Background: an optimization exercise with open tools, aiming at small area, a short achievable clock period and few clock cycles per item. Do not read the settings as production practice.
The RTL was checked by simulation tests, not by an equivalence proof against the original design.
Power is estimated from default activity; no workload was simulated.

==> flow/design.v <==
`timescale 1ns/1ns
`default_nettype none
package mpuPkg;
    typedef struct packed {
        logic [18-1:0]    tag;
        logic [10-1:0]  index;
        logic                     which;
        logic [31-1:0] newVal;
    } msgFieldsT;
    typedef struct packed {
        logic [32-1:0]    tempProp;
        logic [32-1:0]    prop;
        logic [32-1:0]    unused;
        logic [30-1:0] edgeDeg;
        logic                       spare;
        logic                       active;
    } vertexRecT;
    typedef logic [256-1:0] vertexPairU;
    typedef struct packed {
        logic                                            valid;
        logic [288-256-18-2:0]   pad;
        logic [18-1:0]                           tag;
        vertexPairU                                      data;
    } cacheLineT;
    typedef struct packed {
        msgFieldsT               msg;
        vertexPairU              base;       
        logic                    hit;
        logic [32-1:0] result;
        logic                    update;
        logic                    send;
    } updateJobT;
    typedef struct packed {
        logic [18-1:0]                                    tag;
        logic [10-1:0]                                  index;
        logic                                                     which;
        logic [33-18-10-2:0]      offset;
    } vertexIdT;
    localparam int VREC_WIDTH = 3*32 + 30 + 2;
    function automatic vertexRecT getVtx(input vertexPairU pair, input logic which);
        getVtx = which ? pair[VREC_WIDTH +: VREC_WIDTH] : pair[0 +: VREC_WIDTH];
    endfunction
    function automatic logic [32-1:0] byteSwap(input logic [32-1:0] value);
        byteSwap = {value[7:0], value[15:8], value[23:16], value[31:24]};
    endfunction
endpackage
`default_nettype wire
`timescale 1ns/1ns
`default_nettype none
module ltBit (
    input  wire  a,
    input  wire  na,
    input  wire  b,
    output logic nl,
    output logic ne
);
    assign nl = !(na && b);
    assign ne = a ^ b;
endmodule
module ltJoinP (
    input  wire  lh,
    input  wire  eh,
    input  wire  ll,
    input  wire  el,
    output logic nl,
    output logic ne
);
    assign nl = !(lh || (eh && ll));
    assign ne = !(eh && el);
endmodule
module ltJoinN (
    input  wire  nlh,
    input  wire  neh,
    input  wire  nll,
    input  wire  nel,
    output logic l,
    output logic e
);
    assign l = !(nlh && (neh || nll));
    assign e = !(neh || nel);
endmodule
module lessThan32 (
    input  wire [31:0] a,
    input  wire [31:0] na,
    input  wire [31:0] b,
    output logic       lt
);
    logic [31:0] l0, e0;
    logic [15:0] l1, e1;
    logic [7:0]  l2, e2;
    logic [3:0]  l3, e3;
    logic [1:0]  l4, e4;
    logic        e5;
    for (genvar i = 0; i < 32; i++) begin : g0
        ltBit bit0 (.a(a[i]), .na(na[i]), .b(b[i]), .nl(l0[i]), .ne(e0[i]));
    end
    for (genvar i = 0; i < 16; i++) begin : g1
        ltJoinN join1 (.nlh(l0[2*i+1]), .neh(e0[2*i+1]), .nll(l0[2*i]), .nel(e0[2*i]),
                       .l(l1[i]), .e(e1[i]));
    end
    for (genvar i = 0; i < 8; i++) begin : g2
        ltJoinP join2 (.lh(l1[2*i+1]), .eh(e1[2*i+1]), .ll(l1[2*i]), .el(e1[2*i]),
                       .nl(l2[i]), .ne(e2[i]));
    end
    for (genvar i = 0; i < 4; i++) begin : g3
        ltJoinN join3 (.nlh(l2[2*i+1]), .neh(e2[2*i+1]), .nll(l2[2*i]), .nel(e2[2*i]),
                       .l(l3[i]), .e(e3[i]));
    end
    for (genvar i = 0; i < 2; i++) begin : g4
        ltJoinP join4 (.lh(l3[2*i+1]), .eh(e3[2*i+1]), .ll(l3[2*i]), .el(e3[2*i]),
                       .nl(l4[i]), .ne(e4[i]));
    end
    ltJoinN join5 (.nlh(l4[1]), .neh(e4[1]), .nll(l4[0]), .nel(e4[0]), .l(lt), .e(e5));
endmodule
`default_nettype wire
`timescale 1ns/1ns
`default_nettype none
module lineBit (
    input  wire  c,      
    input  wire  r,      
    input  wire  sc,     
    input  wire  sr,     
    output logic o
);
    assign o = (c && sc) || (r && sr);
endmodule
module propBit (
    input  wire  c,
    input  wire  r,
    input  wire  sc,     
    input  wire  sr,     
    input  wire  n,      
    output logic o
);
    assign o = (c && sc) || (r && sr) || n;
endmodule
`default_nettype wire
`timescale 1ns/1ns
`default_nettype none
module mpuTop
#(
    parameter logic [4-1:0] peNum = '0
) (
    input  wire                     clk,
    input  wire                     reset,
    input  wire [64-1:0]    MsgData,
    input  wire                     MsgEmpty,
    input  wire [288-1:0]   CacheReadData,
    input  wire [256-1:0]   ReadData,
    input  wire                     ReadReady,
    input  wire                     AvFull,
    output logic                    MsgRead,
    output logic [10-1:0] CacheAddr,
    output logic                    CacheWriteEn,
    output logic [288-1:0]  CacheWriteData,
    output logic                    StartRead,
    output logic [33-1:0]  ReadAddress,
    output logic                    AvWrite,
    output logic [33-1:0] AvData
);
    localparam int VW = mpuPkg::VREC_WIDTH;
    logic stAddr;     
    logic stLook;     
    logic stFetch;    
    logic stPush;     
    logic cmpSelR;    
    logic idle;
    mpuPkg::msgFieldsT msg;
    logic [10-1:0] idxReg;
    mpuPkg::cacheLineT cacheLine;
    logic                    hit;
    logic [256-1:0]  base;
    logic [256-1:0]  newData;
    logic [32-1:0] newValExt;
    logic [1:0]              lt;
    logic [1:0]              updV;
    logic [1:0]              degNz;
    logic                    update;
    logic                    push;
    logic                    finish;      
    logic                    done;
    assign idle      = !(stAddr || stLook || stFetch || stPush);
    assign cacheLine = CacheReadData;
    assign hit       = cacheLine.valid && (cacheLine.tag == msg.tag);
    assign newValExt = {{(32-31){1'b0}}, msg.newVal};
    assign base = stFetch ? ReadData : cacheLine.data;
    mpuPkg::vertexRecT rec0, rec1;
    mpuPkg::vertexRecT cRec0, cRec1, rRec0, rRec1;
    assign rec0  = base[0 +: VW];
    assign rec1  = base[VW +: VW];
    assign cRec0 = cacheLine.data[0 +: VW];
    assign cRec1 = cacheLine.data[VW +: VW];
    assign rRec0 = ReadData[0 +: VW];
    assign rRec1 = ReadData[VW +: VW];
    logic [32-1:0] nvInv;
    logic [32-1:0] cmpT0, cmpT1;
    assign nvInv = ~newValExt;
    assign cmpT0 = cmpSelR ? rRec0.tempProp : cRec0.tempProp;
    assign cmpT1 = cmpSelR ? rRec1.tempProp : cRec1.tempProp;
    lessThan32 cmp0 (.a(newValExt), .na(nvInv), .b(mpuPkg::byteSwap(cmpT0)), .lt(lt[0]));
    lessThan32 cmp1 (.a(newValExt), .na(nvInv), .b(mpuPkg::byteSwap(cmpT1)), .lt(lt[1]));
    assign updV[0]  = lt[0] && !msg.which;
    assign updV[1]  = lt[1] && msg.which;
    assign degNz[0] = rec0.edgeDeg != '0;
    assign degNz[1] = rec1.edgeDeg != '0;
    logic                    selC, selR;
    logic [1:0]              propC, propR;
    logic [32-1:0] nvSwap;
    logic [32-1:0] nvGate [2];
    assign selC   = !stFetch;
    assign selR   = stFetch;
    assign nvSwap = mpuPkg::byteSwap(newValExt);
    for (genvar v = 0; v < 2; v++) begin : gVtx
        assign propC[v]  = selC && !updV[v];
        assign propR[v]  = selR && !updV[v];
        assign nvGate[v] = nvSwap & {32{updV[v]}};
        for (genvar k = 0; k < VW; k++) begin : gBit
            if (k >= 64) begin : gProp
                propBit pb (.c(cacheLine.data[v*VW+k]), .r(ReadData[v*VW+k]),
                             .sc(propC[v]), .sr(propR[v]), .n(nvGate[v][k%32]),
                             .o(newData[v*VW+k]));
            end else if (k == 0) begin : gActive
                assign newData[v*VW] = (v == 0 ? rec0.active : rec1.active) ||
                                       (updV[v] && degNz[v]);
            end else begin : gPlain
                lineBit lb (.c(cacheLine.data[v*VW+k]), .r(ReadData[v*VW+k]),
                            .sc(selC), .sr(selR), .o(newData[v*VW+k]));
            end
        end
    end
    assign update = |updV;
    assign push   = msg.which ? (updV[1] && !rec1.active && degNz[1])
                              : (updV[0] && !rec0.active && degNz[0]);
    assign finish = (stLook && hit) || (stFetch && ReadReady);
    assign done   = (finish || stPush) && !AvFull;
    assign MsgRead      = !reset && !MsgEmpty && (idle || done);
    assign StartRead    = stLook && !hit;
    assign CacheWriteEn = (stLook && hit && update) || (stFetch && ReadReady);
    assign AvWrite      = !AvFull && ((finish && push) || stPush);
    assign CacheAddr    = stAddr ? MsgData[36 +: 10] : idxReg;
    always_ff @(posedge clk) begin
        if (reset) begin
            stAddr  <= 1'b0;
            stLook  <= 1'b0;
            stFetch <= 1'b0;
            stPush  <= 1'b0;
            cmpSelR <= 1'b0;
        end else begin
            stAddr  <= MsgRead;
            stLook  <= stAddr;
            stFetch <= (stLook && !hit) || (stFetch && !ReadReady);
            stPush  <= ((finish && push) || stPush) && AvFull;
            cmpSelR <= (stLook && !hit) || (stFetch && !ReadReady) ||
                       (((finish && push) || stPush) && AvFull);
        end
    end
    always_ff @(posedge clk) begin
        if (reset) begin
            idxReg <= '0;
        end else if (stAddr) begin
            idxReg <= MsgData[36 +: 10];
        end
    end
    always_ff @(posedge clk) begin
        if (stAddr) begin
            msg.tag    <= MsgData[46 +: 18];
            msg.which  <= MsgData[35];
            msg.newVal <= MsgData[31-1:0];
        end
    end
    assign msg.index = idxReg;
    assign CacheWriteData = {1'b1, {(288-256-18-1){1'b0}}, msg.tag, newData};
    assign ReadAddress    = {1'b0, peNum, msg.tag[13-1:0], idxReg,
                             {5{1'b0}}};
    assign AvData         = {msg.tag, idxReg, msg.which,
                             {(33-18-10-1){1'b0}}};
endmodule
`default_nettype wire
Settings: LEC_CHECK=0, CAP_MARGIN=20, CORE_AREA=7 7 203 203, DIE_AREA=0 0 210 210, PLACE_DENSITY=0.55, SETUP_SLACK_MARGIN=0.3, SLEW_MARGIN=20, SYNTH_HIERARCHICAL=1, SYNTH_MINIMUM_KEEP_SIZE=0, BUFFER_PORTS_ARGS=-buffer_cell sky130_fd_sc_hd__buf_1, PLACE_PINS_ARGS=-min_distance 1 -min_distance_in_tracks -exclude left:95-115, PRE_IO_PLACEMENT_TCL=/design/flow/flow/pins.tcl; clock period 5.0 ns.
standard.sh (not shown) runs the stock make flow with config.mk's settings and CLKGATE_MAP_FILE= SYNTH_SCRIPT=/design/flow/synth_recipe.tcl, a recipe that flattens the netlist after the stock synthesis.
==> flow/flow/run.sh <==
#!/bin/bash
set -euo pipefail
HERE=$(pwd)
cat >> config.mk <<EOC
export BUFFER_PORTS_ARGS = -buffer_cell sky130_fd_sc_hd__buf_1
export PLACE_PINS_ARGS = -min_distance 1 -min_distance_in_tracks -exclude left:95-115
export PRE_IO_PLACEMENT_TCL = $HERE/flow/pins.tcl
EOC
bash standard.sh > flow.log 2>&1
==> flow/flow/pins.tcl <==
# Clock pin in the middle of the left edge, alone in the excluded stretch
place_pin -pin_name clk -layer met3 -location {0 105} -pin_size {0.6 0.6} -force_to_die_boundary
Testbench counts at the start, summed over its fixed seeds: cycles 9,769, items 2,400.
Change:
--- a/flow/design.v
+++ b/flow/design.v
@@ -76,24 +76,33 @@
     output logic l,
     output logic e
 );
     assign l = !(nlh && (neh || nll));
     assign e = !(neh || nel);
 endmodule
+module ltJoinLast (
+    input  wire  nlh,
+    input  wire  neh,
+    input  wire  nll,
+    input  wire  en,
+    output logic l
+);
+    assign l = en && !(nlh && (neh || nll));
+endmodule
 module lessThan32 (
     input  wire [31:0] a,
     input  wire [31:0] na,
     input  wire [31:0] b,
+    input  wire        en,
     output logic       lt
 );
     logic [31:0] l0, e0;
     logic [15:0] l1, e1;
     logic [7:0]  l2, e2;
     logic [3:0]  l3, e3;
     logic [1:0]  l4, e4;
-    logic        e5;
     for (genvar i = 0; i < 32; i++) begin : g0
         ltBit bit0 (.a(a[i]), .na(na[i]), .b(b[i]), .nl(l0[i]), .ne(e0[i]));
     end
     for (genvar i = 0; i < 16; i++) begin : g1
         ltJoinN join1 (.nlh(l0[2*i+1]), .neh(e0[2*i+1]), .nll(l0[2*i]), .nel(e0[2*i]),
                        .l(l1[i]), .e(e1[i]));
@@ -107,13 +116,13 @@
                        .l(l3[i]), .e(e3[i]));
     end
     for (genvar i = 0; i < 2; i++) begin : g4
         ltJoinP join4 (.lh(l3[2*i+1]), .eh(e3[2*i+1]), .ll(l3[2*i]), .el(e3[2*i]),
                        .nl(l4[i]), .ne(e4[i]));
     end
-    ltJoinN join5 (.nlh(l4[1]), .neh(e4[1]), .nll(l4[0]), .nel(e4[0]), .l(lt), .e(e5));
+    ltJoinLast join5 (.nlh(l4[1]), .neh(e4[1]), .nll(l4[0]), .en(en), .l(lt));
 endmodule
 `default_nettype wire
 `timescale 1ns/1ns
 `default_nettype none
 module lineBit (
     input  wire  c,      
@@ -169,13 +178,12 @@
     logic [10-1:0] idxReg;
     mpuPkg::cacheLineT cacheLine;
     logic                    hit;
     logic [256-1:0]  base;
     logic [256-1:0]  newData;
     logic [32-1:0] newValExt;
-    logic [1:0]              lt;
     logic [1:0]              updV;
     logic [1:0]              degNz;
     logic                    update;
     logic                    push;
     logic                    finish;      
     logic                    done;
@@ -194,16 +202,16 @@
     assign rRec1 = ReadData[VW +: VW];
     logic [32-1:0] nvInv;
     logic [32-1:0] cmpT0, cmpT1;
     assign nvInv = ~newValExt;
     assign cmpT0 = cmpSelR ? rRec0.tempProp : cRec0.tempProp;
     assign cmpT1 = cmpSelR ? rRec1.tempProp : cRec1.tempProp;
-    lessThan32 cmp0 (.a(newValExt), .na(nvInv), .b(mpuPkg::byteSwap(cmpT0)), .lt(lt[0]));
-    lessThan32 cmp1 (.a(newValExt), .na(nvInv), .b(mpuPkg::byteSwap(cmpT1)), .lt(lt[1]));
-    assign updV[0]  = lt[0] && !msg.which;
-    assign updV[1]  = lt[1] && msg.which;
+    lessThan32 cmp0 (.a(newValExt), .na(nvInv), .b(mpuPkg::byteSwap(cmpT0)), .en(!msg.which),
+                     .lt(updV[0]));
+    lessThan32 cmp1 (.a(newValExt), .na(nvInv), .b(mpuPkg::byteSwap(cmpT1)), .en(msg.which),
+                     .lt(updV[1]));
     assign degNz[0] = rec0.edgeDeg != '0;
     assign degNz[1] = rec1.edgeDeg != '0;
     logic                    selC, selR;
     logic [1:0]              propC, propR;
     logic [32-1:0] nvSwap;
     logic [32-1:0] nvGate [2];
Result: The changed run passed the timing, design-rule and antenna checks. Die area does not change. Total power rose by 0.43%. Clock-buffer cell count does not change. Sequential power is about the same. Hold slack gets worse by 0.032 ns. Routed wire length rose by 13%. Synthesized cell count hardly moves. Maximum frequency is about the same.
Testbench counts after the change, summed over its fixed seeds: cycles 9,769, items 2,400.

-- afterwards: timing with drivers on the ports --
In the flow no input, the clock included, has a driving cell. The finished layouts below were timed again as built, in two steps. Step 1: set_driving_cell puts a clkbuf_16 on clk and a buf_2 on each other input, an assumption about the parent block. Step 2 also shifts input and output timing later by t, the mid clock arrival at the registers, as if the neighbouring blocks saw the same clock. Three values: ideal, step 1, step 2; two values: the first two.
| run | t (ns) | slack for setup (ns) | worst data-port slew with drivers (ns) |
|---|---|---|---|
| the first run | 0.386 | 0.447 / 0.405 / 0.405 | 0.17 |
| the second run | 0.392 | 0.434 / 0.375 / 0.375 | 0.20 |
After both steps setup and hold are still met in every run listed. The setup slack of the second run, which loses most, moves by -0.059 ns with the drivers and by -0.059 ns with both steps.
